What follows belongs to an exercise in optimizing a design on an open flow for small area; a production flow would make more cautious choices. RTL that was checked went through simulation tests only; none was proved equivalent to the original. The RTL of runs 3 and 4 was laid out without a check of its function. Power and IR drop assume default switching activity.

`flow/run.sh`:
```
#!/bin/bash
# Layout flow:
#  1. the standard synthesis, run on the design with the RTL bodies of the
#     two arithmetic helper modules (ats_timer_array_dsum, _cnext) replaced by
#     the cell-level versions in cells.v (same ports, same function; they hold
#     no registers, so the registers are those of the standard synthesis);
#  2. the rest of the combinational logic re-mapped for area by ABC (registers,
#     adder cells, tie cells and the helper modules' cells are kept as they are),
#     with a few ABC scripts, keeping the smallest result;
#  3. the standard layout from floorplan on, with the clock tree built from
#     clkbuf_8 without dummy loads.
set -euo pipefail
here=$(pwd)
fl=$here/flow
res=$here/orfs/results/$FLOW_PLATFORM/ats_timer_array/base
lib=$FLOW_HOME/platforms/$FLOW_PLATFORM/lib/sky130_fd_sc_hd__tt_025C_1v80.lib

python3 $fl/swap.py $FLOW_DESIGN $fl/cells.v $here/design_cells.v > swap.log 2>&1
bash standard.sh VERILOG_FILES=$here/design_cells.v synth > synth.log 2>&1

cp $res/1_2_yosys.v $here/1_2_yosys.standard.v
outs=""
for s in $fl/remap_*.abc; do
  n=$(basename $s .abc)
  REMAP_IN=$here/1_2_yosys.standard.v REMAP_OUT=$here/1_2_yosys.$n.v \
  REMAP_LIB=$lib REMAP_TOP=$FLOW_TOP REMAP_DONT_USE="$(cat $fl/dont_use.txt)" \
  REMAP_SCRIPT=$s REMAP_KEEP='*u_*' REMAP_KEEP_CELLS=$fl/keep_cells.v \
    yosys -c $fl/remap.tcl > $n.log 2>&1 &
  outs="$outs $here/1_2_yosys.$n.v"
done
wait
best=$(python3 $fl/pick.py $outs 2> pick.log)
echo "picked $best" >> pick.log
cp $best $res/1_2_yosys.v
rm -f $res/1_synth.odb $res/1_synth.sdc

bash standard.sh VERILOG_FILES=$here/design_cells.v \
  "CTS_ARGS=-sink_clustering_enable -repair_clock_nets -sink_clustering_size 24 -sink_clustering_max_diameter 80 -buf_list sky130_fd_sc_hd__clkbuf_16 -dont_use_dummy_load" \
  "BUFFER_PORTS_ARGS=-buffer_cell sky130_fd_sc_hd__buf_1" \
  finish > layout.log 2>&1
```
`flow/cells.v`:
```
// Cell-level versions of the two arithmetic helper modules of the RTL, used in
// place of their RTL bodies by run.sh. Same ports and function.
module ats_timer_array_dsum (d, xdn, pw, pa, nst, fe, sum, fire);
  input [15:0] d;
  input [15:0] xdn;
  input pw;
  input pa;
  input nst;
  input fe;
  output [15:0] sum;
  output fire;
  wire [16:0] cy;
  wire za, zb, zc, zd, zl;
  wire [15:0] opa, opb;
  assign cy[0] = nst;
  genvar b;
  generate for (b = 0; b < 16; b = b + 1) begin : g_fa
    sky130_fd_sc_hd__or2_0   u_a  (.A(d[b]), .B(pw), .X(opa[b]));
    sky130_fd_sc_hd__nand2_1 u_b  (.A(xdn[b]), .B(pa), .Y(opb[b]));
    sky130_fd_sc_hd__fa_1    u_fa (.A(opa[b]), .B(opb[b]), .CIN(cy[b]), .COUT(cy[b+1]), .SUM(sum[b]));
  end endgenerate
  // fire = fe && (sum == 0): the late (high) sum bits enter at the last gate
  sky130_fd_sc_hd__nor4_1 u_za (.A(sum[0]), .B(sum[1]), .C(sum[2]), .D(sum[3]), .Y(za));
  sky130_fd_sc_hd__nor4_1 u_zb (.A(sum[4]), .B(sum[5]), .C(sum[6]), .D(sum[7]), .Y(zb));
  sky130_fd_sc_hd__nor4_1 u_zc (.A(sum[8]), .B(sum[9]), .C(sum[10]), .D(sum[11]), .Y(zc));
  sky130_fd_sc_hd__nor4_1 u_zd (.A(sum[15]), .B(sum[14]), .C(sum[13]), .D(sum[12]), .Y(zd));
  sky130_fd_sc_hd__and4_1 u_zl (.A(za), .B(zb), .C(zc), .D(fe), .X(zl));
  sky130_fd_sc_hd__and2_0 u_z  (.A(zd), .B(zl), .X(fire));
endmodule

module ats_timer_array_cnext (cnt, step, ld, val, nxt);
  input [15:0] cnt;
  input step;
  input ld;
  input [15:0] val;
  output [15:0] nxt;
  wire [16:0] ic;
  wire [15:0] s;
  wire nld;
  assign ic[0] = step;
  sky130_fd_sc_hd__clkinv_1 u_nld (.A(ld), .Y(nld));
  genvar b;
  generate for (b = 0; b < 16; b = b + 1) begin : g_inc
    if (b < 15) begin : g_ha
      sky130_fd_sc_hd__ha_1  u_ha (.A(cnt[b]), .B(ic[b]), .COUT(ic[b+1]), .SUM(s[b]));
    end else begin : g_x
      sky130_fd_sc_hd__xor2_1 u_x (.A(cnt[b]), .B(ic[b]), .X(s[b]));
    end
    sky130_fd_sc_hd__a22o_1 u_mx (.A1(ld), .A2(val[b]), .B1(nld), .B2(s[b]), .X(nxt[b]));
  end endgenerate
endmodule
```
`flow/dont_use.txt`:
```
sky130_fd_sc_hd__probe_p_8 sky130_fd_sc_hd__probec_p_8 sky130_fd_sc_hd__lpflow_bleeder_1 sky130_fd_sc_hd__lpflow_clkbufkapwr_1 sky130_fd_sc_hd__lpflow_clkbufkapwr_16 sky130_fd_sc_hd__lpflow_clkbufkapwr_2 sky130_fd_sc_hd__lpflow_clkbufkapwr_4 sky130_fd_sc_hd__lpflow_clkbufkapwr_8 sky130_fd_sc_hd__lpflow_clkinvkapwr_1 sky130_fd_sc_hd__lpflow_clkinvkapwr_16 sky130_fd_sc_hd__lpflow_clkinvkapwr_2 sky130_fd_sc_hd__lpflow_clkinvkapwr_4 sky130_fd_sc_hd__lpflow_clkinvkapwr_8 sky130_fd_sc_hd__lpflow_decapkapwr_12 sky130_fd_sc_hd__lpflow_decapkapwr_3 sky130_fd_sc_hd__lpflow_decapkapwr_4 sky130_fd_sc_hd__lpflow_decapkapwr_6 sky130_fd_sc_hd__lpflow_decapkapwr_8 sky130_fd_sc_hd__lpflow_inputiso0n_1 sky130_fd_sc_hd__lpflow_inputiso0p_1 sky130_fd_sc_hd__lpflow_inputiso1n_1 sky130_fd_sc_hd__lpflow_inputiso1p_1 sky130_fd_sc_hd__lpflow_inputisolatch_1 sky130_fd_sc_hd__lpflow_isobufsrc_1 sky130_fd_sc_hd__lpflow_isobufsrc_16 sky130_fd_sc_hd__lpflow_isobufsrc_2 sky130_fd_sc_hd__lpflow_isobufsrc_4 sky130_fd_sc_hd__lpflow_isobufsrc_8 sky130_fd_sc_hd__lpflow_isobufsrckapwr_16 sky130_fd_sc_hd__lpflow_lsbuf_lh_hl_isowell_tap_1 sky130_fd_sc_hd__lpflow_lsbuf_lh_hl_isowell_tap_2 sky130_fd_sc_hd__lpflow_lsbuf_lh_hl_isowell_tap_4 sky130_fd_sc_hd__lpflow_lsbuf_lh_isowell_4 sky130_fd_sc_hd__lpflow_lsbuf_lh_isowell_tap_1 sky130_fd_sc_hd__lpflow_lsbuf_lh_isowell_tap_2 sky130_fd_sc_hd__lpflow_lsbuf_lh_isowell_tap_4 sky130_fd_sc_hd__fill_1 sky130_fd_sc_hd__fill_2 sky130_fd_sc_hd__fill_4 sky130_fd_sc_hd__fill_8
```
`flow/keep_cells.v`:
```
(* blackbox *) module KEEP_or2_0 (A, B, X); input A, B; output X; endmodule
(* blackbox *) module KEEP_nand2_1 (A, B, Y); input A, B; output Y; endmodule
(* blackbox *) module KEEP_clkinv_1 (A, Y); input A; output Y; endmodule
(* blackbox *) module KEEP_a22o_1 (A1, A2, B1, B2, X); input A1, A2, B1, B2; output X; endmodule
(* blackbox *) module KEEP_nor4_1 (A, B, C, D, Y); input A, B, C, D; output Y; endmodule
(* blackbox *) module KEEP_and3_1 (A, B, C, X); input A, B, C; output X; endmodule
(* blackbox *) module KEEP_and2_0 (A, B, X); input A, B; output X; endmodule
(* blackbox *) module KEEP_xor2_1 (A, B, X); input A, B; output X; endmodule
(* blackbox *) module KEEP_and4_1 (A, B, C, D, X); input A, B, C, D; output X; endmodule
```
`flow/pick.py`:
```
# Print the remapped netlist (of those given) with the smallest cell area.
import re, sys
best = None
for v in sys.argv[1:]:
    try:
        a = float(re.search(r'Chip area for module .*?: ([\d.]+)', open(v + '.stat').read()).group(1))
    except Exception:
        continue
    print('%s %.1f' % (v, a), file=sys.stderr)
    if best is None or a < best[0]:
        best = (a, v)
print(best[1])
```
`flow/remap.tcl`:
```
# Re-map the combinational logic of a mapped netlist; registers, adders and
# tie cells are kept as they are (same instances, same names), and so are the
# cells of the instances matching REMAP_KEEP (the cell-level helper modules).
# env: REMAP_IN, REMAP_OUT, REMAP_LIB, REMAP_DONT_USE, REMAP_SCRIPT
yosys -import
set lib $::env(REMAP_LIB)
read_liberty -ignore_miss_func $lib
blackbox sky130_fd_sc_hd__df* sky130_fd_sc_hd__edf* sky130_fd_sc_hd__sdf* sky130_fd_sc_hd__dl* sky130_fd_sc_hd__sedf* sky130_fd_sc_hd__conb* sky130_fd_sc_hd__fa_* sky130_fd_sc_hd__ha_*
read_verilog $::env(REMAP_IN)
hierarchy -top $::env(REMAP_TOP)
if {[info exists ::env(REMAP_KEEP)]} {
  read_verilog $::env(REMAP_KEEP_CELLS)
  foreach c {or2_0 nand2_1 clkinv_1 a22o_1 nor4_1 and3_1 and2_0 xor2_1 and4_1} {
    chtype -map sky130_fd_sc_hd__$c KEEP_$c c:$::env(REMAP_KEEP)
  }
}
flatten
opt_clean
set du {}
foreach c $::env(REMAP_DONT_USE) { lappend du -dont_use $c }
abc -liberty $lib {*}$du -script $::env(REMAP_SCRIPT)
opt_clean -purge
if {[info exists ::env(REMAP_KEEP)]} {
  foreach c {or2_0 nand2_1 clkinv_1 a22o_1 nor4_1 and3_1 and2_0 xor2_1 and4_1} {
    chtype -map KEEP_$c sky130_fd_sc_hd__$c
  }
}
splitnets
opt_clean -purge
hilomap -singleton -hicell sky130_fd_sc_hd__conb_1 HI -locell sky130_fd_sc_hd__conb_1 LO
insbuf -buf sky130_fd_sc_hd__buf_4 A X
opt_clean -purge
tee -o $::env(REMAP_OUT).stat stat -liberty $lib
write_verilog -noattr -nohex -nodec $::env(REMAP_OUT)
```
`flow/remap_n4.abc`:
```
strash
rewrite
refactor
balance
dch -f
amap
strash
dch -f
amap
strash
dch -f
amap
topo
```
`flow/remap_p3.abc`:
```
strash
ifraig
dch -f
amap
strash
dch -f
amap
strash
dch -f
amap
strash
dch -f
amap
topo
```
`flow/remap_p6.abc`:
```
strash
&get -n
&fraig -x
&put
dch -f
amap
strash
dch -f
amap
topo
```
`flow/remap_q1.abc`:
```
strash
ifraig
dch -f
amap
strash
dch -f
amap
strash
dch -f
amap
strash
dch -f
amap
strash
dch -f
amap
strash
dch -f
amap
strash
dch -f
amap
topo
```
`flow/remap_q3.abc`:
```
strash
ifraig
dc2
dch -f
amap
strash
dch -f
amap
strash
dch -f
amap
strash
dch -f
amap
strash
dch -f
amap
strash
dch -f
amap
strash
dch -f
amap
topo
```
`flow/swap.py`:
```
# Replace the RTL bodies of the modules defined in cells.v by their cell-level versions.
import re, sys
design, cells, out = sys.argv[1:4]
t = open(design).read()
c = open(cells).read()
for name in re.findall(r'^module\s+(\w+)', c, re.M):
    t, n = re.subn(r'^module\s+%s\b.*?^endmodule\b' % name, '', t, flags=re.M | re.S)
    assert n == 1, name
open(out, 'w').write(t + '\n' + c)
```
`standard.sh`:
```
#!/bin/bash
# synth_recipe.tcl (not shown) runs the flow's synth.tcl, then flattens the netlist and writes it again
# the make line also repeats each setting of config.mk as NAME=value (left out here)
make -C /OpenROAD-flow-scripts/flow DESIGN_CONFIG=/design/flow/config.mk WORK_HOME=/design/flow/orfs CLKGATE_MAP_FILE= SYNTH_SCRIPT=/design/flow/synth_recipe.tcl "${@:-finish}"
```
`config.mk`:
```
export PLATFORM = sky130hd
export DESIGN_NAME = ats_timer_array
export DESIGN_NICKNAME = ats_timer_array
export VERILOG_FILES = /design/flow/design.v
export SDC_FILE = /design/flow/constraint.sdc
export NUM_CORES = 8
export LEC_CHECK = 0
export ABC_AREA = 1
export CAP_MARGIN = 20
export CORE_MARGIN = 2
export CORE_UTILIZATION = 55
export CTS_BUF_LIST = sky130_fd_sc_hd__clkbuf_8
export CTS_CLUSTER_DIAMETER = 50
export CTS_CLUSTER_SIZE = 12
export PLACE_DENSITY = 0.7
export SLEW_MARGIN = 20
```
`constraint.sdc`:
```
create_clock -name core_clock -period 9.0 [get_ports {clk}]
set_input_delay 1.8000 -clock core_clock [delete_from_list [all_inputs] [get_ports {clk}]]
set_output_delay 1.8000 -clock core_clock [all_outputs]
set_load 0.01 [all_outputs]
```
`design.v`:
```
module ats_timer_array #(
    parameter int unsigned NUM_CLOCKS = 16,
    parameter int unsigned NUM_ALARMS = 24,
    parameter int unsigned CNT_W      = 16,
    parameter int unsigned PULSE_LEN  = 2
) (
    input  logic                  clk,
    input  logic                  reset,
    input  logic                  cmd_valid,
    output logic                  cmd_ready,
    input  logic [31:0]           cmd_data,
    output logic                  rsp_valid,
    output logic                  rsp_ack,
    output logic [NUM_ALARMS-1:0] alarm_pulse,
    output logic [NUM_ALARMS-1:0] alarm_pending,
    input  logic [NUM_ALARMS-1:0] pend_clr,
    output logic                  irq
);
    localparam int NC = 16;
    localparam int NA = 24;
    localparam int W  = 16;
    localparam logic [2:0] OP_NOP     = 3'b000;
    localparam logic [2:0] OP_SET_CLK = 3'b001;
    localparam logic [2:0] OP_CLK_EN  = 3'b010;
    localparam logic [2:0] OP_MODE    = 3'b011;
    localparam logic [2:0] OP_SET_ALM = 3'b101;
    localparam logic [2:0] OP_SET_TMR = 3'b110;
    localparam logic [2:0] OP_ALM_EN  = 3'b111;
    logic [2:0]   pre;
    logic         active, clk_lock, alm_lock;
    logic [W-1:0] cnt   [NC];
    logic [1:0]   rate  [NC];
    logic [NC-1:0] clk_en;
    logic [W-1:0] dst  [NA];
    logic [3:0]   aclk  [NA];
    logic [NA-1:0] alm_en, alm_rep, pc;
    logic [NA-1:0] pend;          
    logic         wl_q;           
    logic         rst_q;          
    logic [W-1:0] xd;
    logic [2:0]   op;
    logic [3:0]   c_idx, ref_clk;
    logic [4:0]   a_idx;
    logic [W-1:0] cmd_val;
    logic         cmd_ok, cmd_acc, cmd_do;
    assign op      = cmd_data[31:29];
    assign c_idx   = cmd_data[28:25];
    assign a_idx   = cmd_data[28:24];
    assign ref_clk = cmd_data[19:16];
    assign cmd_val = cmd_data[W-1:0];
    assign cmd_acc = cmd_valid && cmd_ready;
    assign cmd_do  = cmd_acc && cmd_ok && !reset;
    logic a_idx_ok;
    assign a_idx_ok = (a_idx < 5'd24);
    always_comb begin
        case (op)
            OP_NOP, OP_MODE:       cmd_ok = 1'b1;
            OP_SET_CLK, OP_CLK_EN: cmd_ok = !clk_lock;
            OP_SET_TMR:            cmd_ok = a_idx_ok && !alm_lock && (cmd_val != '0);
            OP_SET_ALM, OP_ALM_EN: cmd_ok = a_idx_ok && !alm_lock;
            default:               cmd_ok = 1'b0;
        endcase
    end
    logic do_setclk, do_clken, do_mode, do_alm, do_almld;
    assign do_setclk = cmd_do && (op == OP_SET_CLK);
    assign do_clken  = cmd_do && (op == OP_CLK_EN);
    assign do_mode   = cmd_do && (op == OP_MODE);
    assign do_alm    = cmd_do && op[2];
    assign do_almld  = do_alm && (op[1:0] != 2'b11);
    logic [2:0]    pre_d;
    logic          active_d;
    logic [3:0]    tick_d;
    logic [1:0]    rate_d [NC];
    logic [NC-1:0] clk_step, clk_set, en_d, step_d;
    assign pre_d    = reset ? 3'd0 : (active ? pre + 3'd1 : pre);
    assign active_d = reset || (do_mode ? cmd_data[28] : active);
    assign tick_d   = {&pre_d, &pre_d[1:0], pre_d[0], 1'b1};
    always_comb begin
        for (int c = 0; c < NC; c++) begin
            clk_set[c] = do_setclk && (c_idx == 4'(c));
            if (reset) begin
                rate_d[c] = '0;
                en_d[c]   = 1'b0;
            end else if (clk_set[c]) begin
                rate_d[c] = cmd_data[23:22];
                en_d[c]   = 1'b1;
            end else begin
                rate_d[c] = rate[c];
                en_d[c]   = (do_clken && (c_idx == 4'(c))) ? cmd_data[23] : clk_en[c];
            end
            step_d[c] = active_d && en_d[c] && tick_d[rate_d[c]];
        end
    end
    logic [3:0]   msel;
    logic [W-1:0] mcnt, sub_b, x, xr;
    logic         x_cin;
    assign msel  = op[2] ? ref_clk : c_idx;
    always_comb begin
        mcnt = '0;
        for (int c = 0; c < NC; c++)
            if (msel == 4'(c)) mcnt = cnt[c];
    end
    assign sub_b = (op[2:1] == 2'b11) ? '0 : mcnt;
    assign x_cin = !clk_step[msel];
    assign x     = cmd_val + ~sub_b + W'(x_cin);
    assign xr    = reset ? '0 : (op[2] ? x : ~x);
    logic [NA-1:0] fire, wr;
    logic [W-1:0]  xdn;
    assign xdn = ~xd;
    for (genvar i = 0; i < NA; i++) begin : g_alm
        logic         nst, ld, pw, pa, fe;
        logic [3:0]   aclk_d;
        logic [W-1:0] sum;
        assign aclk_d = reset ? 4'd0 :
                        (wr[i] && (op[1:0] != 2'b11)) ? ref_clk : aclk[i];
        assign pw    = wl_q && pend[i];
        assign pa    = pend[i];
        assign ld    = do_setclk && (aclk[i] == c_idx);
        assign wr[i] = do_alm && (a_idx == 5'(i));
        assign fe = alm_en[i] && !nst && !ld && !wr[i];
        ats_timer_array_dsum u_sum (
            .d(dst[i]), .xdn(xdn), .pw(pw), .pa(pa), .nst(nst), .fe(fe),
            .sum(sum), .fire(fire[i])
        );
        always_ff @(posedge clk) begin
            dst[i]  <= sum;
            aclk[i] <= aclk_d;
            nst     <= !step_d[aclk_d];
            if (reset) begin
                alm_en[i]  <= 1'b0;
                alm_rep[i] <= 1'b0;
            end else if (wr[i]) begin
                if (op[1:0] != 2'b11) begin
                    alm_en[i]  <= 1'b1;
                    alm_rep[i] <= !op[1] && cmd_data[23];
                end else begin
                    alm_en[i]  <= cmd_data[23];
                end
            end else if (fire[i] && !alm_rep[i]) begin
                alm_en[i] <= 1'b0;
            end
            pc[i]          <= !reset && fire[i];
            pend[i]        <= reset || ld || (do_almld && (a_idx == 5'(i)));
            alarm_pulse[i] <= !reset && (fire[i] || (pc[i] && !wr[i]));
            if (reset)              alarm_pending[i] <= 1'b0;
            else if (fire[i])       alarm_pending[i] <= 1'b1;
            else if (pend_clr[i])   alarm_pending[i] <= 1'b0;
        end
    end
    logic [W-1:0] valr;
    assign valr = reset ? '0 : cmd_val;
    for (genvar c = 0; c < NC; c++) begin : g_clk
        logic [W-1:0] cnt_d;
        ats_timer_array_cnext u_next (
            .cnt(cnt[c]), .step(clk_step[c]), .ld(reset || clk_set[c]),
            .val(valr), .nxt(cnt_d)
        );
        always_ff @(posedge clk) begin
            cnt[c]      <= cnt_d;
            rate[c]     <= rate_d[c];
            clk_en[c]   <= en_d[c];
            clk_step[c] <= step_d[c];
        end
    end
    always_ff @(posedge clk) begin
        pre    <= pre_d;
        active <= active_d;
        if (reset) begin
            clk_lock  <= 1'b0;
            alm_lock  <= 1'b0;
            rsp_valid <= 1'b0;
            rsp_ack   <= 1'b0;
        end else begin
            rsp_valid <= cmd_acc;
            rsp_ack   <= cmd_acc && cmd_ok;
            if (do_mode) begin
                clk_lock <= cmd_data[27];
                alm_lock <= cmd_data[26];
            end
        end
        rst_q  <= reset;
        wl_q   <= reset || do_almld;
        xd     <= xr;
    end
    assign irq       = |alarm_pending;
    assign cmd_ready = !rst_q;
endmodule
module ats_timer_array_dsum (
    input  logic [15:0] d,
    input  logic [15:0] xdn,
    input  logic        pw,
    input  logic        pa,
    input  logic        nst,
    input  logic        fe,
    output logic [15:0] sum,
    output logic        fire
);
    logic [16:0] cy;
    logic [15:0] opa, opb;
    assign cy[0] = nst;
    for (genvar b = 0; b < 16; b++) begin : g_fa
        assign opa[b]  = d[b] || pw;
        assign opb[b]  = !(xdn[b] && pa);
        assign sum[b]  = opa[b] ^ opb[b] ^ cy[b];
        assign cy[b+1] = (opa[b] & opb[b]) | (cy[b] & (opa[b] ^ opb[b]));
    end
    assign fire = fe && (sum == '0);
endmodule
module ats_timer_array_cnext (
    input  logic [15:0] cnt,
    input  logic        step,
    input  logic        ld,
    input  logic [15:0] val,
    output logic [15:0] nxt
);
    logic [16:0] ic;
    assign ic[0] = step;
    for (genvar b = 0; b < 16; b++) begin : g_inc
        assign nxt[b]   = ld ? val[b] : (cnt[b] ^ ic[b]);
        assign ic[b+1]  = cnt[b] & ic[b];
    end
endmodule
```
==> impl_metrics.yaml, run 1 <==
pwr:
  power.switching_w: 0.00407
  power.leakage_nw: 20.3
  intPower_w: 0.00824
  pwr-share-seq_pct: 46.7
  clkPwrFrac_pct: 20.2
  swShare_pct: 33.1
  power_frac_comb_pct: 33.0
  ir_drop_mv: 0.234
  power.density_nw_per_um2: 233
critical_path:
  critPathMaxFanout: 17
  r2r_setup_slack_ns: 0.39
  r2r-end: "alm_en[12]$_SDFFE_PP0P_"
  reg2reg_from: "pend[12]$_DFF_P_"
  arrival_ns: 9.13
  required_ns: 9.52
  worst_path_max_delay_cell: "dfxtp_1"
  critPathCaptureType: "flop"
  r2r_cells: 23
  crit_chain: "nor2b_1, or2_0, fa_1, fa_1, fa_1, fa_1, fa_1, fa_1, fa_1, fa_1, fa_1, fa_1, fa_1, fa_1, fa_1, fa_1, fa_1, fa_1, nor4_1, and2_0, clkinv_1, o21ai_0, o22ai_1"
  cp-endpoint: "alm_en[12]$_SDFFE_PP0P_"
  critPathMaxStageDelay_ns: 0.51
  path_class: "reg -> reg"
  crit_path_frequent_cell: "fa_1"
  path_buf_inv: 1
  start_kind: "flop"
  cp.depth: 23
  crit_start: "pend[12]$_DFF_P_"
  crit_family: "adder cells"
sta:
  tightest_slew_ns: 1.16
  rsz0062_at_grt: "false"
  fmax_mhz: 116
  setup_violations: 0
  finalCriticalPeriod_ns: 8.61
  hold_viol_final: 0
  slew_headroom_pct: 22.3
  fin_worst_skew_ns: 0.0623
  setup_tns_ns: 0
  period_share_pct: 95.7
  drv_slew: 0
  setup_ws_ns: 0.386
logic_synthesis:
  syn_inst: 4668
  netlist_area_sq_um: 48700
  syn-num-nets: 5368
  yosysWarnings: 11
  synth_area_per_cell_sq_um: 10.4
routing:
  num_vias: 38800
  postRouteAntennaNets: 0
  drc: 0
  dr.pass1.iters: 6
  drt-vias-per-instance: 6.35
  dr.first_iter.drc_count: 4312
  routed_wl_mm: 145
  wire_per_inst_um: 23.8
clock_network:
  cts_tree: "built"
  cts-htree-levels: 2
  cts-buffers-inserted: 52
  numClockSinks: 994
  clk_pin_slew_ns: 0.10
  clock_tree.buffer_depth: 3
  post_cts_resize_count: 0
  postCtsHoldBufs: 0
  cts_root_buffer: "clkbuf_16"
  clock_latency_ns: 0.66
  post_cts_buffers: 0
placement:
  dpl.hpwl_mm: 99.4
  pre_cts_slack_ns: 0.306
  portBuffers: 108
  place_congestion: 0.937
  postPlaceCellArea_sq_um: 51500
floorplanning:
  die_w_um: 302
  rows: 109
  io_pins: 111
  initial_core_util_pct: 55.3
  core_area_sq_um: 88100
  die_h_um: 302
  dieArea_sq_um: 90900
cells_and_area:
  drive_above_1_share_pct: 4.59
  fin_area_sq_um: 52900
  nFillCells: 7537
  regArea_sq_um: 19900
  multiInputGateArea_sq_um: 27700
  nNetsFinal: 5643
  syn_to_final_growth_pct: 8.59
grt:
  grt_max_degree: 74
  antenna_found_initial: 7
  track_usage_pct: 31.9
  grt_overflow_total: 0
  grt_pass1_vias: 37400
  grt_pass1_wl_mm: 223
flow_run:
  max-cap-violations: 0
status:
  status: "complete, no violations"
min_path:
  hold_class: "reg -> reg"
==> flip-flops by register name, summed over array words and instances (netlist names), 3 cells and up <==
register	cells
dst	384
cnt	256
aclk	96
rate	32
alarm_pending	24
alarm_pulse	24
alm_en	24
alm_rep	24
g_alm.nst	24
pc	24
pend	24
clk_en	16
clk_step	16
xd	16
pre	3
==> through the flow <==
stage / std cells / power [W] / util (%) / hold WS (ns)
after detailed placement: 6054 / 0.00985 / 58.5 / 0.418
after global placement: 6054 / 0.00963 / 58.5 / 0.409
after global routing: 6106 / 0.0132 / 60.0 / 0.446
after CTS: 6106 / 0.0123 / 59.9 / 0.441
final: 6112 / 0.0123 / 60.0 / 0.435
after floorplan: 4668 / 0.00862 / - / 0.403
==> layer usage <==
metal	global-route usage (%)	routed length [um]	up-vias
li1	-	-	17600
met1	44.6	60800	19000
met2	48.3	63200	1770
met3	5.53	13400	400
met4	14.9	8010	2
met5	0	16	-
==> area by class of cell <==
cell class | instances | share of cell area, %
sequential | 994 | 37.6
timing repair buffer | 245 | 2.78
clock buffer | 52 | 2.46
antenna | 6 | 0.0284
tap | 1165 | 2.76
multi-input combinational | 3372 | 52.4
inverter | 278 | 1.98
==> power groups by stage <==
stage          logic, W  clock network [W]  registers [W]
5_1_grt         0.00466            0.00268        0.00586
3_5_place_dp    0.00400                  0        0.00586
4_1_cts         0.00404            0.00252        0.00576
3_3_place_gp    0.00382                  0        0.00581
2_1_floorplan   0.00286                  0        0.00576
6_report        0.00407            0.00249        0.00576
==> cells in the final DEF, fill, tap and decap left out, types with 10 or more instances in the layout <==
cell type	count
o21ai_0	134
o22ai_1	134
and3_1	12
clkbuf_16	52
dfxtp_1	993
a31oi_1	18
nand2_1	552
clkinv_1	271
xor2_1	16
a222oi_1	47
a21oi_1	100
o22a_1	30
buf_4	134
nor3_1	49
buf_1	107
o32ai_1	25
and2_0	25
o31ai_1	24
and4_1	26
or3_1	38
ha_1	255
nor2_1	249
a221oi_1	107
o221ai_1	139
a22oi_1	20
a211oi_1	14
fa_1	386
nor2b_1	27
a31o_1	17
a22o_1	267
o211ai_1	13
or2_0	401
o2111ai_1	10
nand4_1	21
nand3_1	12
nor4_1	124
==> worst min path at each step <==
stage / depth (start not counted) / slack (ns) / to / from
6_report: 1 / 0.44 / alarm_pulse[5]$_DFF_P_ / pc[5]$_DFF_P_
5_1_grt: 1 / 0.45 / alarm_pulse[5]$_DFF_P_ / pc[5]$_DFF_P_
4_1_cts: 1 / 0.44 / alarm_pulse[19]$_DFF_P_ / pc[19]$_DFF_P_
3_5_place_dp: 1 / 0.42 / alarm_pulse[19]$_DFF_P_ / pc[19]$_DFF_P_
3_3_place_gp: 1 / 0.41 / alarm_pulse[19]$_DFF_P_ / pc[19]$_DFF_P_
2_1_floorplan: 1 / 0.40 / alarm_pulse[16]$_DFF_P_ / pc[16]$_DFF_P_
==> inputs of run 2 (changes only) <==
--- a/flow/run.sh
+++ b/flow/run.sh
@@ -35,6 +35,6 @@
 rm -f $res/1_synth.odb $res/1_synth.sdc
 
 bash standard.sh VERILOG_FILES=$here/design_cells.v \
-  "CTS_ARGS=-sink_clustering_enable -repair_clock_nets -sink_clustering_size 24 -sink_clustering_max_diameter 80 -buf_list sky130_fd_sc_hd__clkbuf_16 -dont_use_dummy_load" \
+  "CTS_ARGS=-sink_clustering_enable -repair_clock_nets -sink_clustering_size 10 -sink_clustering_max_diameter 45 -buf_list sky130_fd_sc_hd__clkbuf_4 -dont_use_dummy_load" \
   "BUFFER_PORTS_ARGS=-buffer_cell sky130_fd_sc_hd__buf_1" \
   finish > layout.log 2>&1
==> impl_metrics.yaml, run 2 <==
logic_synthesis:
  syn_inst: 4668
  synth_area_per_cell_sq_um: 10.4
  netlist_area_sq_um: 48700
  syn-num-nets: 5368
  yosysWarnings: 11
clock_network:
  clock_latency_ns: 1.12
  cts_tree: "built"
  numClockSinks: 994
  clk_pin_slew_ns: 0.11
  post_cts_buffers: 0
  clock_tree.buffer_depth: 3
  cts_root_buffer: "clkbuf_4"
  cts-htree-levels: 4
  cts-buffers-inserted: 137
critical_path:
  r2r_setup_slack_ns: 0.34
  r2r_cells: 26
  critPathCaptureType: "flop"
  worst_path_max_delay_cell: "fa_1"
  critPathMaxFanout: 14
  reg2reg_from: "wl_q$_DFF_P_"
  required_ns: 9.99
  path_class: "reg -> reg"
  crit_path_frequent_cell: "fa_1"
  crit_start: "wl_q$_DFF_P_"
  arrival_ns: 9.65
  cp-endpoint: "alm_en[5]$_SDFFE_PP0P_"
  critPathMaxStageDelay_ns: 0.46
  r2r-end: "alm_en[5]$_SDFFE_PP0P_"
  start_kind: "flop"
routing:
  num_vias: 39300
  routed_wl_mm: 147
  wire_per_inst_um: 23.7
  drt-vias-per-instance: 6.35
  dr.first_iter.drc_count: 4038
  drc: 0
  dr.pass1.iters: 9
  postRouteAntennaNets: 0
floorplanning:
  die_w_um: 302
  dieArea_sq_um: 90900
  io_pins: 111
  rows: 109
  core_area_sq_um: 88100
  die_h_um: 302
  initial_core_util_pct: 55.3
grt:
  grt_max_degree: 74
  antenna_found_initial: 11
  grt_overflow_total: 0
  grt_pass1_vias: 38100
  track_usage_pct: 32.4
  grt_pass1_wl_mm: 225
placement:
  dpl.hpwl_mm: 99.4
  place_congestion: 0.937
  portBuffers: 108
sta:
  period_share_pct: 96.2
  slew_headroom_pct: 21.6
  hold_viol_final: 0
  fin_worst_skew_ns: 0.106
  setup_violations: 0
  setup_tns_ns: 0
  finalCriticalPeriod_ns: 8.66
  drv_slew: 0
  fmax_mhz: 115
  tightest_slew_ns: 1.17
  rsz0062_at_grt: "false"
cells_and_area:
  largest-register: "dst"
  nNetsFinal: 5728
  mostFrequentLayoutCell: "dfxtp_1"
  final_cell_mix: "994 x dfxtp_1, 552 x nand2_1, 401 x or2_0"
  largest_reg_flops: 384
  drive_above_1_share_pct: 6.15
  largest_registers: "dst x384, cnt x256, aclk x96"
  syn_to_final_growth_pct: 8.01
min_path:
  hold_class: "reg -> reg"
pwr:
  p_total_w: 0.0120
  clkPwrFrac_pct: 18.4
  power.density_nw_per_um2: 229
  intPower_w: 0.00791
  power.switching_w: 0.00412
  ir_drop_mv: 0.142
  power_frac_comb_pct: 33.8
  power.leakage_nw: 20.3
  swShare_pct: 34.2
  pwr-share-seq_pct: 47.8
flow_run:
  max-cap-violations: 0
status:
  status: "complete, no violations"
[run 2: critical path: cells and delay by family (launching register included)]
| family | cells | cell delay (ns) |
|---|---|---|
| AND/OR/NAND/NOR | 6 | 1.16 |
| flip-flops | 1 | 0.32 |
| AO/OA/AOI/OAI | 1 | 0.18 |
| buffers and inverters | 3 | 0.50 |
| adder cells (fa/ha/maj) | 16 | 6.39 |
[run 2: worst min path at each step]
stage                                          to  cells past startpoint  slack (ns)           start
after floorplan           alarm_pulse[16]$_DFF_P_                      1        0.40  pc[16]$_DFF_P_
after global placement    alarm_pulse[19]$_DFF_P_                      1        0.41  pc[19]$_DFF_P_
after detailed placement  alarm_pulse[19]$_DFF_P_                      1        0.42  pc[19]$_DFF_P_
after CTS                 alarm_pulse[19]$_DFF_P_                      1        0.44  pc[19]$_DFF_P_
after global routing       alarm_pulse[5]$_DFF_P_                      1        0.45   pc[5]$_DFF_P_
final                     alarm_pulse[19]$_DFF_P_                      1        0.44  pc[19]$_DFF_P_
[run 2: area by class of cell]
class	instances	area, sq um
Tap cell	1165	1460
Sequential cell	994	19900
Timing Repair Buffer	245	1470
Fill cell	7639	35500
Antenna cell	10	25.0
Inverter	278	1050
Multi-Input combinational cell	3372	27700
Clock buffer	137	1030
[run 2: power groups by stage]
stage               clock network (W)  registers, W  logic (W)
global placement                    0       0.00581    0.00382
global route                  0.00242       0.00586    0.00465
CTS                           0.00226       0.00576    0.00404
floorplan                           0       0.00576    0.00286
finish                        0.00221       0.00575    0.00406
detailed placement                  0       0.00586    0.00400
[run 2: what timing repair did]
action | 4_1_cts | 5_1_grt
endpoints found under the setup margin | 0 | 8
hold buffers | 0 | 0
resized for setup | 0 | 2
[run 2: layer usage]
| metal | global-route usage, % | up-vias | share of wire (%) | wire (um) |
|---|---|---|---|---|
| li1 | - | 17900 | - | - |
| met1 | 44.2 | 19200 | 41 | 60600 |
| met2 | 48.5 | 1839 | 44 | 64100 |
| met3 | 6.90 | 450 | 9.6 | 14100 |
| met4 | 16.7 | 8 | 5.5 | 8060 |
| met5 | 0 | - | 0.052 | 77 |
[run 2: through the flow]
step	std cells	setup WS (ns)	util [%]	cell area [sq um]	hold WS [ns]
after global placement	6054	0.433	58.5	51500	0.409
after CTS	6191	0.325	59.6	52500	0.442
after detailed placement	6054	0.306	58.5	51500	0.418
after floorplan	4668	0.862	-	48700	0.403
after global routing	6197	0.0145	59.7	52600	0.454
final	6201	0.342	59.7	52600	0.437
==> inputs of run 3 (changes only) <==
--- a/design.v
+++ b/design.v
@@ -108,7 +108,7 @@
     logic [W-1:0]  xdn;
     assign xdn = ~xd;
     for (genvar i = 0; i < NA; i++) begin : g_alm
-        logic         nst, ld, pw, pa, fe;
+        logic         nst, ld, pw, pa, fe, nfire;
         logic [3:0]   aclk_d;
         logic [W-1:0] sum;
         assign aclk_d = reset ? 4'd0 :
@@ -120,8 +120,9 @@
         assign fe = alm_en[i] && !nst && !ld && !wr[i];
         ats_timer_array_dsum u_sum (
             .d(dst[i]), .xdn(xdn), .pw(pw), .pa(pa), .nst(nst), .fe(fe),
-            .sum(sum), .fire(fire[i])
+            .sum(sum), .nfire(nfire)
         );
+        assign fire[i] = !nfire;
         always_ff @(posedge clk) begin
             dst[i]  <= sum;
             aclk[i] <= aclk_d;
@@ -193,7 +194,7 @@
     input  logic        nst,
     input  logic        fe,
     output logic [15:0] sum,
-    output logic        fire
+    output logic        nfire
 );
     logic [16:0] cy;
     logic [15:0] opa, opb;
@@ -204,7 +205,7 @@
         assign sum[b]  = opa[b] ^ opb[b] ^ cy[b];
         assign cy[b+1] = (opa[b] & opb[b]) | (cy[b] & (opa[b] ^ opb[b]));
     end
-    assign fire = fe && (sum == '0);
+    assign nfire = !(fe && (sum == '0));
 endmodule
 module ats_timer_array_cnext (
     input  logic [15:0] cnt,
--- a/flow/run.sh
+++ b/flow/run.sh
@@ -35,6 +35,6 @@
 rm -f $res/1_synth.odb $res/1_synth.sdc
 
 bash standard.sh VERILOG_FILES=$here/design_cells.v \
-  "CTS_ARGS=-sink_clustering_enable -repair_clock_nets -sink_clustering_size 10 -sink_clustering_max_diameter 45 -buf_list sky130_fd_sc_hd__clkbuf_4 -dont_use_dummy_load" \
+  "CTS_ARGS=-sink_clustering_enable -repair_clock_nets -sink_clustering_size 16 -sink_clustering_max_diameter 70 -buf_list sky130_fd_sc_hd__clkbuf_8 -dont_use_dummy_load" \
   "BUFFER_PORTS_ARGS=-buffer_cell sky130_fd_sc_hd__buf_1" \
   finish > layout.log 2>&1
--- a/flow/cells.v
+++ b/flow/cells.v
@@ -1,6 +1,6 @@
 // Cell-level versions of the two arithmetic helper modules of the RTL, used in
 // place of their RTL bodies by run.sh. Same ports and function.
-module ats_timer_array_dsum (d, xdn, pw, pa, nst, fe, sum, fire);
+module ats_timer_array_dsum (d, xdn, pw, pa, nst, fe, sum, nfire);
   input [15:0] d;
   input [15:0] xdn;
   input pw;
@@ -8,7 +8,7 @@
   input nst;
   input fe;
   output [15:0] sum;
-  output fire;
+  output nfire;
   wire [16:0] cy;
   wire za, zb, zc, zd, zl;
   wire [15:0] opa, opb;
@@ -19,13 +19,13 @@
     sky130_fd_sc_hd__nand2_1 u_b  (.A(xdn[b]), .B(pa), .Y(opb[b]));
     sky130_fd_sc_hd__fa_1    u_fa (.A(opa[b]), .B(opb[b]), .CIN(cy[b]), .COUT(cy[b+1]), .SUM(sum[b]));
   end endgenerate
-  // fire = fe && (sum == 0): the late (high) sum bits enter at the last gate
+  // nfire = !(fe && (sum == 0)): the late (high) sum bits enter at the last gate
   sky130_fd_sc_hd__nor4_1 u_za (.A(sum[0]), .B(sum[1]), .C(sum[2]), .D(sum[3]), .Y(za));
   sky130_fd_sc_hd__nor4_1 u_zb (.A(sum[4]), .B(sum[5]), .C(sum[6]), .D(sum[7]), .Y(zb));
   sky130_fd_sc_hd__nor4_1 u_zc (.A(sum[8]), .B(sum[9]), .C(sum[10]), .D(sum[11]), .Y(zc));
   sky130_fd_sc_hd__nor4_1 u_zd (.A(sum[15]), .B(sum[14]), .C(sum[13]), .D(sum[12]), .Y(zd));
   sky130_fd_sc_hd__and4_1 u_zl (.A(za), .B(zb), .C(zc), .D(fe), .X(zl));
-  sky130_fd_sc_hd__and2_0 u_z  (.A(zd), .B(zl), .X(fire));
+  sky130_fd_sc_hd__nand2_1 u_z (.A(zd), .B(zl), .Y(nfire));
 endmodule
 
 module ats_timer_array_cnext (cnt, step, ld, val, nxt);
==> impl_metrics.yaml, run 3 <==
clock_network:
  clock_latency_ns: 0.75
  clock_tree.buffer_depth: 3
  clk_pin_slew_ns: 0.10
  post_cts_buffers: 0
  cts-htree-levels: 3
  postCtsHoldBufs: 0
  post_cts_resize_count: 0
  cts_root_buffer: "clkbuf_8"
  cts-buffers-inserted: 74
  cts_tree: "built"
  numClockSinks: 994
cells_and_area:
  final_cell_mix: "994 x dfxtp_1, 535 x nand2_1, 387 x or2_0"
  fin_area_sq_um: 52700
  regArea_sq_um: 19900
  largest_reg_flops: 384
  syn_to_final_growth_pct: 8.19
  nNetsFinal: 5696
  largest-register: "dst"
  drive_above_1_share_pct: 4.89
  multiInputGateArea_sq_um: 27700
  final-instance-count-excl-fill: 6162
  nFillCells: 7505
  mostFrequentLayoutCell: "dfxtp_1"
  largest_registers: "dst x384, cnt x256, aclk x96"
  postLayoutCoreUtil_pct: 59.8
critical_path:
  required_ns: 9.55
  crit_path_frequent_cell: "fa_1"
  path_class: "reg -> reg"
  arrival_ns: 9.22
  worst_path_max_delay_cell: "dfxtp_1"
  start_kind: "flop"
  critPathMaxStageDelay_ns: 0.51
  critPathMaxFanout: 17
  crit_chain: "nor2b_1, or2_0, fa_1, fa_1, fa_1, fa_1, fa_1, fa_1, fa_1, fa_1, fa_1, fa_1, fa_1, fa_1, fa_1, fa_1, fa_1, fa_1, nor4_1, nand2_1, o21ai_0, o32ai_1"
  critPathCaptureType: "flop"
grt:
  grt_pass1_vias: 38500
  antenna_found_initial: 10
  grt_overflow_total: 0
  grt_max_degree: 137
  track_usage_pct: 32.3
  grt_pass1_wl_mm: 227
sta:
  rsz0062_at_grt: "false"
  setup_violations: 0
  finalCriticalPeriod_ns: 8.67
  drv_slew: 0
  period_share_pct: 96.3
  setup_tns_ns: 0
  hold_viol_final: 0
  slew_headroom_pct: 27.4
  fin_worst_skew_ns: 0.101
  fmax_mhz: 115
  tightest_slew_ns: 1.09
routing:
  routed_wl_mm: 147
  drt-vias-per-instance: 6.38
  dr.pass1.iters: 9
  drc: 0
  dr.first_iter.drc_count: 4082
  wire_per_inst_um: 23.9
  postRouteAntennaNets: 0
  num_vias: 39300
placement:
  place_congestion: 0.947
  postPlaceCellArea_sq_um: 51600
  dpl.hpwl_mm: 101
  portBuffers: 108
  place_inst: 6085
logic_synthesis:
  yosysWarnings: 11
  synth_area_per_cell_sq_um: 10.4
  syn_inst: 4694
  netlist_area_sq_um: 48700
  syn-num-nets: 5394
flow_run:
  max-cap-violations: 0
pwr:
  power.density_nw_per_um2: 228
  power.leakage_nw: 20.1
  ir_drop_mv: 0.172
status:
  status: "complete, no violations"
min_path:
  hold_class: "reg -> reg"
floorplanning:
  die_h_um: 301
  rows: 109
  dieArea_sq_um: 90900
  core_area_sq_um: 88100
  io_pins: 111
  initial_core_util_pct: 55.2
  die_w_um: 301
[run 3: power by group]
group / switching [W] / total, W / internal [W]
Combinational: 0.00231 / 0.00402 / 0.00171
Clock: 0.00145 / 0.00219 / 0.000741
Sequential: 0.000275 / 0.00576 / 0.00549
[run 3: layer usage]
metal  GRT usage (%)  wire length (um)  part of all wire (%)  vias to the layer above
met5               0                84                 0.057                        -
met3            6.71             13600                   9.3                      379
met1            44.1             61200                    42                    19300
met4            13.2              6630                   4.5                       14
met2            50.1             65500                    45                     1768
li1                -                 -                     -                    17800
[run 3: area by class of cell]
class	count	area share (%)
Clock buffer	74	1.93
Timing Repair Buffer	250	2.91
Multi-Input combinational cell	3388	52.5
Inverter	288	2.06
Tap cell	1165	2.77
Sequential cell	994	37.8
Antenna cell	3	0.0143
[run 3: critical path: cells and delay by family, from the launching register on]
family | cells | cell delay (ns)
DFF | 1 | 0.51
adders and majority gates | 16 | 6.43
and+or+nand+nor | 4 | 1.24
AOI/OAI and AO/OA | 2 | 0.33
[run 3: worst paths after layout]
check / end / startpoint / cells after the start / slack (ns)
setup / recovery: alm_en[3]$_SDFFE_PP0P_ / pend[3]$_DFF_P_ / 22 / 0.33
hold / removal: alarm_pulse[5]$_DFF_P_ / pc[5]$_DFF_P_ / 1 / 0.44
setup reg to reg: alm_en[3]$_SDFFE_PP0P_ / pend[3]$_DFF_P_ / 22 / 0.33
hold reg to reg: alarm_pulse[5]$_DFF_P_ / pc[5]$_DFF_P_ / 1 / 0.44
[run 3: per-stage QoR]
stage / hold slack [ns] / total power, W / setup WS, ns
2_1_floorplan: 0.403 / 0.00860 / 1.02
3_3_place_gp: 0.410 / 0.00960 / 0.562
3_5_place_dp: 0.415 / 0.00984 / 0.466
4_1_cts: 0.442 / 0.0120 / 0.423
5_1_grt: 0.452 / 0.0128 / 0.0886
6_report: 0.437 / 0.0120 / 0.332
==> inputs of run 4 (changes only) <==
--- a/config.mk
+++ b/config.mk
@@ -8,9 +8,9 @@
 export ABC_AREA = 1
 export CAP_MARGIN = 20
 export CORE_MARGIN = 2
-export CORE_UTILIZATION = 55
+export CORE_UTILIZATION = 60
 export CTS_BUF_LIST = sky130_fd_sc_hd__clkbuf_8
 export CTS_CLUSTER_DIAMETER = 50
 export CTS_CLUSTER_SIZE = 12
-export PLACE_DENSITY = 0.7
+export PLACE_DENSITY = 0.74
 export SLEW_MARGIN = 20
==> impl_metrics.yaml, run 4 <==
sta:
  period_share_pct: 96.5
  rsz0062_at_grt: "false"
  setup_violations: 0
  setup_ws_ns: 0.314
  whs_ns: 0.426
  hold_viol_final: 0
  tightest_slew_ns: 1.11
  fmax_mhz: 115
  slew_headroom_pct: 26.0
  finalCriticalPeriod_ns: 8.69
  setup_tns_ns: 0
  fin_worst_skew_ns: 0.0601
  drv_slew: 0
clock_network:
  post_cts_buffers: 0
  cts_tree: "built"
  numClockSinks: 994
  cts-buffers-inserted: 73
  clk_pin_slew_ns: 0.11
  cts-htree-levels: 3
  cts_root_buffer: "clkbuf_8"
  clock_latency_ns: 0.74
  clock_tree.buffer_depth: 3
cells_and_area:
  syn_to_final_growth_pct: 7.98
  drive_above_1_share_pct: 5.08
  largest_reg_flops: 384
  nNetsFinal: 5702
  mostFrequentLayoutCell: "dfxtp_1"
  final_cell_mix: "994 x dfxtp_1, 535 x nand2_1, 387 x or2_0"
  largest-register: "dst"
  largest_registers: "dst x384, cnt x256, aclk x96"
  fin_area_sq_um: 52600
pwr:
  ir_drop_mv: 0.132
  pwr-share-seq_pct: 48.3
  power.density_nw_per_um2: 227
  power.leakage_nw: 20.2
  power.switching_w: 0.00401
  clkPwrFrac_pct: 18.2
  swShare_pct: 33.6
  p_total_w: 0.0119
  intPower_w: 0.00793
  power_frac_comb_pct: 33.4
routing:
  dr.pass1.iters: 9
  postRouteAntennaNets: 0
  num_vias: 39100
  dr.first_iter.drc_count: 3878
  routed_wl_mm: 142
  drc: 0
  drt-vias-per-instance: 6.45
  wire_per_inst_um: 23.4
grt:
  grt_pass1_wl_mm: 220
  grt_busiest_layer: "met2"
  grt_use_met2_pct: 51.9
  antenna_found_initial: 12
  grt_max_degree: 65
  grt_pass1_vias: 37900
  use_met1_pct: 46.9
  grt_overflow_total: 0
  met3_usage_pct: 7.70
  track_usage_pct: 34.0
floorplanning:
  rows: 104
  die_w_um: 289
  dieArea_sq_um: 83400
  initial_core_util_pct: 60.5
  core_area_sq_um: 80400
  io_pins: 111
  die_h_um: 289
placement:
  pre_cts_slack_ns: 0.381
  portBuffers: 108
  place_congestion: 0.952
  postPlaceCellArea_sq_um: 51500
  dpl.hpwl_mm: 100
min_path:
  hold_end: "alarm_pulse[5]$_DFF_P_"
  whs_path_depth: 1
  min_from: "pc[5]$_DFF_P_"
  hold_class: "reg -> reg"
critical_path:
  start_kind: "flop"
  reg2reg_from: "wl_q$_DFF_P_"
  arrival_ns: 9.25
  critPathCaptureType: "flop"
  required_ns: 9.56
  path_class: "reg -> reg"
  r2r_cells: 26
  r2r_setup_slack_ns: 0.31
  critPathMaxFanout: 10
  r2r-end: "alm_en[14]$_SDFFE_PP0P_"
logic_synthesis:
  netlist_area_sq_um: 48700
  syn_inst: 4694
  synth_area_per_cell_sq_um: 10.4
  yosysWarnings: 11
  syn-num-nets: 5394
status:
  status: "complete, no violations"
flow_run:
  max-cap-violations: 0
==> run 4: power groups by stage <==
| stage | registers, W | clock network [W] | logic [W] |
|---|---|---|---|
| 3_5_place_dp | 0.00587 | 0 | 0.00394 |
| 6_report | 0.00577 | 0.00218 | 0.00399 |
| 3_3_place_gp | 0.00581 | 0 | 0.00376 |
| 5_1_grt | 0.00587 | 0.00234 | 0.00459 |
| 2_1_floorplan | 0.00576 | 0 | 0.00284 |
| 4_1_cts | 0.00578 | 0.00220 | 0.00398 |
==> run 4: final cells by class <==
cell class / instances / area, sq um
multi-input combinational: 3388 / 27600
sequential: 994 / 19900
inverter: 288 / 1090
antenna: 4 / 10.0
tap: 1060 / 1330
clock buffer: 73 / 1000
fill: 6559 / 27900
timing repair buffer: 257 / 1580
==> run 4: routing by layer <==
layer / share of wire (%) / routed length (um) / up-vias
met5: 0.097 / 138 / -
met4: 4.9 / 6980 / 12
met3: 9.8 / 13900 / 405
met2: 44 / 61900 / 1789
met1: 42 / 59200 / 19100
li1: - / - / 17800
==> run 4: critical path, stage by stage, from the launching register on <==
cell	delay, ns
dfxtp_1	0.34
clkinvlp_4	0.25
buf_12	0.19
nor2b_1	0.06
or2_0	0.23
fa_1	0.45
fa_1	0.39
fa_1	0.39
fa_1	0.40
fa_1	0.40
fa_1	0.39
fa_1	0.39
fa_1	0.41
fa_1	0.41
fa_1	0.40
fa_1	0.40
fa_1	0.40
fa_1	0.39
fa_1	0.39
fa_1	0.39
fa_1	0.47
nor4_1	0.45
nand2_1	0.20
nor2_1	0.14
nor2_1	0.05
nor2_1	0.08
a211oi_1	0.06
==> run 4: worst max path at each step <==
stage	slack (ns)	end	startpoint	depth (start not counted)
floorplan	1.02	alm_en[9]$_SDFFE_PP0P_	wl_q$_DFF_P_	25
CTS	0.31	alm_en[11]$_SDFFE_PP0P_	wl_q$_DFF_P_	25
detailed placement	0.38	alm_en[11]$_SDFFE_PP0P_	wl_q$_DFF_P_	25
global placement	0.46	alm_en[14]$_SDFFE_PP0P_	wl_q$_DFF_P_	26
finish	0.31	alm_en[14]$_SDFFE_PP0P_	wl_q$_DFF_P_	26
global route	0.01	alm_en[11]$_SDFFE_PP0P_	wl_q$_DFF_P_	25
==> run 4: repair_timing <==
item | in CTS | in global routing
endpoints found under the hold margin | 0 | 0
endpoints found under the setup margin | 0 | 1
hold buffers | 0 | 0
resized for setup | 0 | 1
==> run 4: per-stage QoR <==
| step | util, % | instances |
|---|---|---|
| after floorplan | - | 4694 |
| after CTS | 65.3 | 6060 |
| after global routing | 65.3 | 6061 |
| after global placement | 64.0 | 5986 |
| final | 65.3 | 6064 |
| after detailed placement | 64.1 | 5987 |

-- afterwards: timing with drivers on the ports --
The results above use ideal ports. As a check the final layouts listed here were re-extracted and re-timed, cells and wires unchanged. Step 1: set_driving_cell puts a clkbuf_16 on clk and a buf_2 on each other input, an assumption about the parent block. Step 2 moves the port delays by t, midway between the first and last clock arrival at a register: inputs arrive t later, outputs are due t later. That takes back most of the time a late clock gives input paths. a / b / c = ideal ports / drivers / drivers and shift; a / b = the first two.
run | t, ns | setup WS [ns] | worst data-port slew with drivers (ns)
run 1 | 0.693 | 0.386 / 0.386 / 0.386 | 0.16
run 2 | 1.117 | 0.342 / 0.342 / 0.342 | 0.16
run 3 | 0.763 | 0.332 / 0.332 / 0.332 | 0.14
run 4 | 0.760 | 0.314 / 0.314 / 0.314 | 0.16
After both steps setup and hold are still met in every run listed.
